Context: an optimization exercise on an open-source flow, tuned for small area and a short achievable clock period. The choices shown serve that exercise and are no tape-out recipe. Where RTL was checked, it was by simulation tests only, not by an equivalence proof against the original. Power and IR drop assume default switching activity.

job 5053:
## mac_array_2x2
module mac_array_2x2
#(
  parameter int DATA_W = mac_pkg::DATA_W,
  parameter int ACC_W  = mac_pkg::ACC_W
) (
  input  logic                  clk,
  input  logic                  rst_n,
  input  logic                  en,
  input  logic                  clear,
  input  logic [4*DATA_W-1:0]   a,
  input  logic [4*DATA_W-1:0]   b,
  output logic [4*ACC_W-1:0]    acc
);
  for (genvar gi = 0; gi < 2; gi++) begin : g_row
    for (genvar gj = 0; gj < 2; gj++) begin : g_col
      mac_pe #(
        .DATA_W (DATA_W),
        .ACC_W  (ACC_W)
      ) u_pe (
        .clk   (clk),
        .rst_n (rst_n),
        .en    (en),
        .clear (clear),
        .a     (a[(2*gi+gj)*DATA_W +: DATA_W]),
        .b     (b[(2*gi+gj)*DATA_W +: DATA_W]),
        .acc   (acc[(2*gi+gj)*ACC_W +: ACC_W])
      );
    end
  end
endmodule
Size in the first run: ~17000 um2 of cells after synthesis.
export LEC_CHECK = 0
export CAP_MARGIN = 20
export CORE_MARGIN = 2
export CORE_UTILIZATION = 40
export CTS_BUF_LIST = sky130_fd_sc_hd__clkbuf_4 sky130_fd_sc_hd__clkbuf_8
export SETUP_SLACK_MARGIN = 2.3
export SLEW_MARGIN = 20
export SYNTH_HIERARCHICAL = 1
export SYNTH_MINIMUM_KEEP_SIZE = 0
create_clock -name core_clock -period 6.5 [get_ports {clk}]
standard.sh (not shown) runs the stock make flow with config.mk's settings and CLKGATE_MAP_FILE= SYNTH_SCRIPT=/design/flow/synth_recipe.tcl, a recipe that flattens the netlist after the stock synthesis.
==> flow/flow/run.sh <==
#!/bin/bash
# Layout: the standard flow (standard.sh), with the port buffers that
# global placement inserts made plain buf_1 cells (the resizer sizes them up
# where timing needs it) instead of the delay buffers the resizer picks by
# default.  make's full output goes to standard.log; each ORFS step also keeps
# its own log under orfs/logs/.
set -euo pipefail
export BUFFER_PORTS_ARGS="-buffer_cell sky130_fd_sc_hd__buf_1"
bash standard.sh > standard.log 2>&1
Job 5053 completed every stage of the flow, and the final layout passed the timing, design-rule and antenna checks.
Modified inputs, job 2921 compared to job 5053
-- flow/design.v --
<<< job 5053, line 93
  wire [15:0] lo_v = {sum188, sum187, sum186, sum185, sum184, sum183, sum182, sum181, s_r[7], s_r[6], s_r[5], s_r[4], s_r[3], s_r[2], s_r[1], s_r[0]};
  wire [15:0] hi_c0, hi_c1, hi_v;
  mac_hipre u_hipre (.h(h_r), .q(r0_r[8]), .hi0(hi_c0), .hi1(hi_c1));
  mac_hisel u_hisel (.hi0(hi_c0), .hi1(hi_c1), .c(G179), .hi(hi_v));
  wire [31:0] acc_v = {hi_v, lo_v};
  wire [7:0] ag = a & {8{en}};
>>> job 2921, line 93
  wire [15:0] lo_v = {sum188, sum187, sum186, sum185, sum184, sum183, sum182, sum181, s_r[7], s_r[6], s_r[5], s_r[4], s_r[3], s_r[2], s_r[1], s_r[0]};
  wire [15:0] hi_c0, hi_c1, hi_v;
  mac_hipre u_hipre (.h(h_r), .q(r0_r[8]), .hi0_n(hi_c0), .hi1_n(hi_c1));
  mac_hisel u_hisel (.hi0_n(hi_c0), .hi1_n(hi_c1), .c(G179), .hi(hi_v));
  wire [31:0] acc_v = {hi_v, lo_v};
  wire [7:0] ag = a & {8{en}};
<<< job 5053, line 302
  input  logic [15:0] h,
  input  logic        q,
  output logic [15:0] hi0,
  output logic [15:0] hi1
);
  wire [15:0] h_m1 = h - 16'd1;
  wire [15:0] h_p1 = h + 16'd1;
  assign hi0 = q ? h : h_m1;
  assign hi1 = q ? h_p1 : h;
endmodule
module mac_hisel (
  input  logic [15:0] hi0,
  input  logic [15:0] hi1,
  input  logic        c,
  output logic [15:0] hi
);
  assign hi = c ? hi1 : hi0;
endmodule
module mac_pp (
>>> job 2921, line 302
  input  logic [15:0] h,
  input  logic        q,
  output logic [15:0] hi0_n,
  output logic [15:0] hi1_n
);
  wire [15:0] h_m1 = h - 16'd1;
  wire [15:0] h_p1 = h + 16'd1;
  assign hi0_n = ~(q ? h : h_m1);
  assign hi1_n = ~(q ? h_p1 : h);
endmodule
module mac_hisel (
  input  logic [15:0] hi0_n,
  input  logic [15:0] hi1_n,
  input  logic        c,
  output logic [15:0] hi
);
  assign hi = ~(c ? hi1_n : hi0_n);
endmodule
module mac_pp (
Notes after the runs:
Job 2921 vs job 5053, total design power went down by 0.67%. Status: utilization after layout parity (job 5053, job 2921). Summary of job 2921 over job 5053: final sequential cell count did not really move, global-route usage did not really move, starting density of the core went down. From job 5053 to job 2921 the numbers moved as follows: area used by multi-input combinational logic lower, worst setup slack grew by 0.060 ns, share of power burned in the clock network increased 1.4 points. Job 5053 → job 2921: post-layout instance area decreased 0.57%, number of stages on the worst hold path essentially unchanged, final standard cell count with taps included and fillers excluded essentially unchanged, peak ir drop on the vdd network increased about 70%, register-to-register slack essentially unchanged.

---

Another version of the RTL of mac_array_2x2 (not shown whole).
Size in the first run: roughly 1,900 cells after synthesis, ~200 flip-flops, ~17,000 sq um of cells after synthesis.
export LEC_CHECK = 0
export CAP_MARGIN = 20
export CORE_MARGIN = 2
export CORE_UTILIZATION = 40
export SETUP_SLACK_MARGIN = 2.0
export SLEW_MARGIN = 20
create_clock -name core_clock -period 6.5 [get_ports {clk}]
==> flow/flow/run.sh <==
#!/bin/bash
# Layout: the standard flow (standard.sh), with the port buffers that
# global placement inserts made plain buf_2 cells instead of the delay buffers
# the resizer picks by default.  make's full output goes to standard.log; each
# ORFS step also keeps its own log under orfs/logs/.
set -euo pipefail
export BUFFER_PORTS_ARGS="-buffer_cell sky130_fd_sc_hd__buf_2"
bash standard.sh > standard.log 2>&1
Rerun with:
--- a/flow/design.v
+++ b/flow/design.v
@@ -171,16 +171,13 @@
   wire [15:0] h_m1 = h_r - 16'd1;
   wire [15:0] h_p1 = h_r + 16'd1;
   wire [15:0] hi_c0 = r0_r[16] ? h_r : h_m1;
   wire [15:0] hi_c1 = r0_r[16] ? h_p1 : h_r;
   wire [15:0] hi_v = G257 ? hi_c1 : hi_c0;
   wire [31:0] acc_v = {hi_v, lo_v};
-  wire kill = ~rst_n | clear;
-  wire go = en & ~kill;
-  wire [7:0] ag = a & {8{go}};
-  wire [15:0] lo_g = lo_v & {16{~kill}};
+  wire [7:0] ag = a & {8{en}};
   wire pp1 = (ag[0] & b[0]);
   wire pp2 = (ag[0] & b[1]);
   wire pp3 = (ag[0] & b[2]);
   wire pp4 = (ag[0] & b[3]);
   wire pp5 = (ag[0] & b[4]);
   wire pp6 = (ag[0] & b[5]);
@@ -256,13 +253,13 @@
   wire c73 = pp50 & pp57;
   wire s74, c74;
   assign {c74, s74} = pp16 + pp23 + pp30;
   wire s75, c75;
   assign {c75, s75} = pp37 + pp44 + pp51;
   wire s76, c76;
-  assign {c76, s76} = pp58 + 1 + lo_g[8];
+  assign {c76, s76} = pp58 + 1 + lo_v[8];
   wire s77, c77;
   assign {c77, s77} = pp24 + pp31 + pp38;
   wire s78, c78;
   assign {c78, s78} = pp45 + pp52 + pp59;
   wire s79, c79;
   assign {c79, s79} = pp32 + pp39 + pp46;
@@ -272,37 +269,37 @@
   assign {c82, s82} = pp5 + pp12 + pp19;
   wire s83 = pp26 ^ pp33;
   wire c84 = pp26 & pp33;
   wire s85, c85;
   assign {c85, s85} = pp20 + pp27 + pp34;
   wire s86, c86;
-  assign {c86, s86} = pp41 + s65 + lo_g[5];
+  assign {c86, s86} = pp41 + s65 + lo_v[5];
   wire s87, c87;
   assign {c87, s87} = pp42 + pp49 + c66;
   wire s88, c88;
-  assign {c88, s88} = s68 + s67 + lo_g[6];
+  assign {c88, s88} = s68 + s67 + lo_v[6];
   wire s89, c89;
   assign {c89, s89} = c69 + s72 + c67;
   wire s90, c90;
-  assign {c90, s90} = s70 + s71 + lo_g[7];
+  assign {c90, s90} = s70 + s71 + lo_v[7];
   wire s91, c91;
   assign {c91, s91} = c73 + c70 + c71;
   wire s92, c92;
   assign {c92, s92} = s74 + s75 + s76;
   wire s93, c93;
   assign {c93, s93} = c74 + c75 + s77;
   wire s94, c94;
-  assign {c94, s94} = s78 + lo_g[9] + c76;
+  assign {c94, s94} = s78 + lo_v[9] + c76;
   wire s95, c95;
   assign {c95, s95} = pp53 + pp60 + c77;
   wire s96, c96;
-  assign {c96, s96} = c78 + s79 + lo_g[10];
+  assign {c96, s96} = c78 + s79 + lo_v[10];
   wire s97, c97;
   assign {c97, s97} = pp40 + pp47 + pp54;
   wire s98, c98;
-  assign {c98, s98} = pp61 + c79 + lo_g[11];
+  assign {c98, s98} = pp61 + c79 + lo_v[11];
   wire s99, c99;
   assign {c99, s99} = pp48 + pp55 + pp62;
   wire s100 = pp3 ^ pp10;
   wire c101 = pp3 & pp10;
   wire s102, c102;
   assign {c102, s102} = pp18 + pp25 + s80;
@@ -320,23 +317,23 @@
   assign {c108, s108} = c91 + s93 + s94;
   wire s109, c109;
   assign {c109, s109} = s95 + c93 + s96;
   wire s110, c110;
   assign {c110, s110} = s97 + c95 + c96;
   wire s111, c111;
-  assign {c111, s111} = c97 + s99 + lo_g[12];
+  assign {c111, s111} = c97 + s99 + lo_v[12];
   wire s112, c112;
   assign {c112, s112} = pp56 + pp63 + c99;
   wire s113 = pp2 ^ pp9;
   wire c114 = pp2 & pp9;
   wire s115, c115;
-  assign {c115, s115} = pp17 + s100 + lo_g[2];
+  assign {c115, s115} = pp17 + s100 + lo_v[2];
   wire s116, c116;
-  assign {c116, s116} = c101 + lo_g[3] + s102;
+  assign {c116, s116} = c101 + lo_v[3] + s102;
   wire s117, c117;
-  assign {c117, s117} = c102 + lo_g[4] + s103;
+  assign {c117, s117} = c102 + lo_v[4] + s103;
   wire s118, c118;
   assign {c118, s118} = c103 + s104 + s86;
   wire s119, c119;
   assign {c119, s119} = c104 + s88 + s105;
   wire s120, c120;
   assign {c120, s120} = s90 + c105 + s106;
@@ -348,22 +345,28 @@
   assign {c123, s123} = c94 + s109 + c108;
   wire s124, c124;
   assign {c124, s124} = s98 + s110 + c109;
   wire s125, c125;
   assign {c125, s125} = c98 + s111 + c110;
   wire s126, c126;
-  assign {c126, s126} = lo_g[13] + s112 + c111;
+  assign {c126, s126} = lo_v[13] + s112 + c111;
   wire s127, c127;
-  assign {c127, s127} = pp64 + lo_g[14] + c112;
-  wire s128 = ~lo_g[15];
-  wire [16:0] r0_n = {lo_g[15], s128, s127, s126, s125, s124, s123, s122, s121, s120, s119, s118, s117, s116, s115, lo_g[1], pp1};
-  wire [15:0] r1_n = {c127, c126, c125, c124, c123, c122, c121, c120, c119, c118, c117, c116, c115, c114, s113, lo_g[0]};
+  assign {c127, s127} = pp64 + lo_v[14] + c112;
+  wire s128 = ~lo_v[15];
+  wire [16:0] r0_n = {lo_v[15], s128, s127, s126, s125, s124, s123, s122, s121, s120, s119, s118, s117, s116, s115, lo_v[1], pp1};
+  wire [15:0] r1_n = {c127, c126, c125, c124, c123, c122, c121, c120, c119, c118, c117, c116, c115, c114, s113, lo_v[0]};
   always_ff @(posedge clk) begin
-    h_r  <= kill ? '0 : hi_v;
-    r0_r <= r0_n;
-    r1_r <= r1_n;
+    if (!rst_n || clear) begin
+      h_r  <= '0;
+      r0_r <= 17'b10000000000000000;
+      r1_r <= '0;
+    end else begin
+      h_r  <= hi_v;
+      r0_r <= r0_n;
+      r1_r <= r1_n;
+    end
   end
   assign acc = acc_v;
 endmodule
 module mac_array_2x2
 #(
   parameter int DATA_W = mac_pkg::DATA_W,
After rerunning: Cell area is lower slightly. Power is lower by well over a third. Die area is higher slightly. Sequential share of layout area is higher by 0.16 points. Clock-buffer cell count is higher by 3.
No functional check of the RTL was part of the first run of this note.

[separate check: timing with driven ports]
How much do the figures lean on ideal ports? The routed layouts below were timed once more, with nothing changed but the port constraints. Step 1 sets driving cells, clkbuf_16 on the clock port and buf_2 on the other inputs (assumed; they add their load-dependent delay and slew). Step 2, shift: input delay + t, output delay - t, t = (earliest + latest rising clock arrival at the registers) / 2. This alone moves slack from input paths to output paths. Three values: no drivers, after step 1, after step 2; two values: the first two.
run	t (ns)	slack for setup (ns)	hold WS [ns]	slew at the worst register clock pin (ns)	worst data-port slew with drivers (ns)
job 5053	0.597	2.342 / 2.291 / 1.784	0.589 / 0.589 / 0.589	0.10 / 0.10	0.10
job 2921	0.613	2.402 / 2.411 / 1.805	0.589 / 0.589 / 0.589	0.11 / 0.11	0.06
the first run of note 2	0.529	2.097 / 2.048 / 1.715	0.489 / 0.489 / 0.489	0.08 / 0.08	0.09
the second run of note 2	0.546	2.151 / 2.095 / 1.771	0.520 / 0.520 / 0.520	0.08 / 0.08	0.08
After both steps setup and hold are still met in every run listed. For job 2921, which loses most, drivers alone change the setup slack by +0.009 ns; drivers and shift together by -0.597 ns.
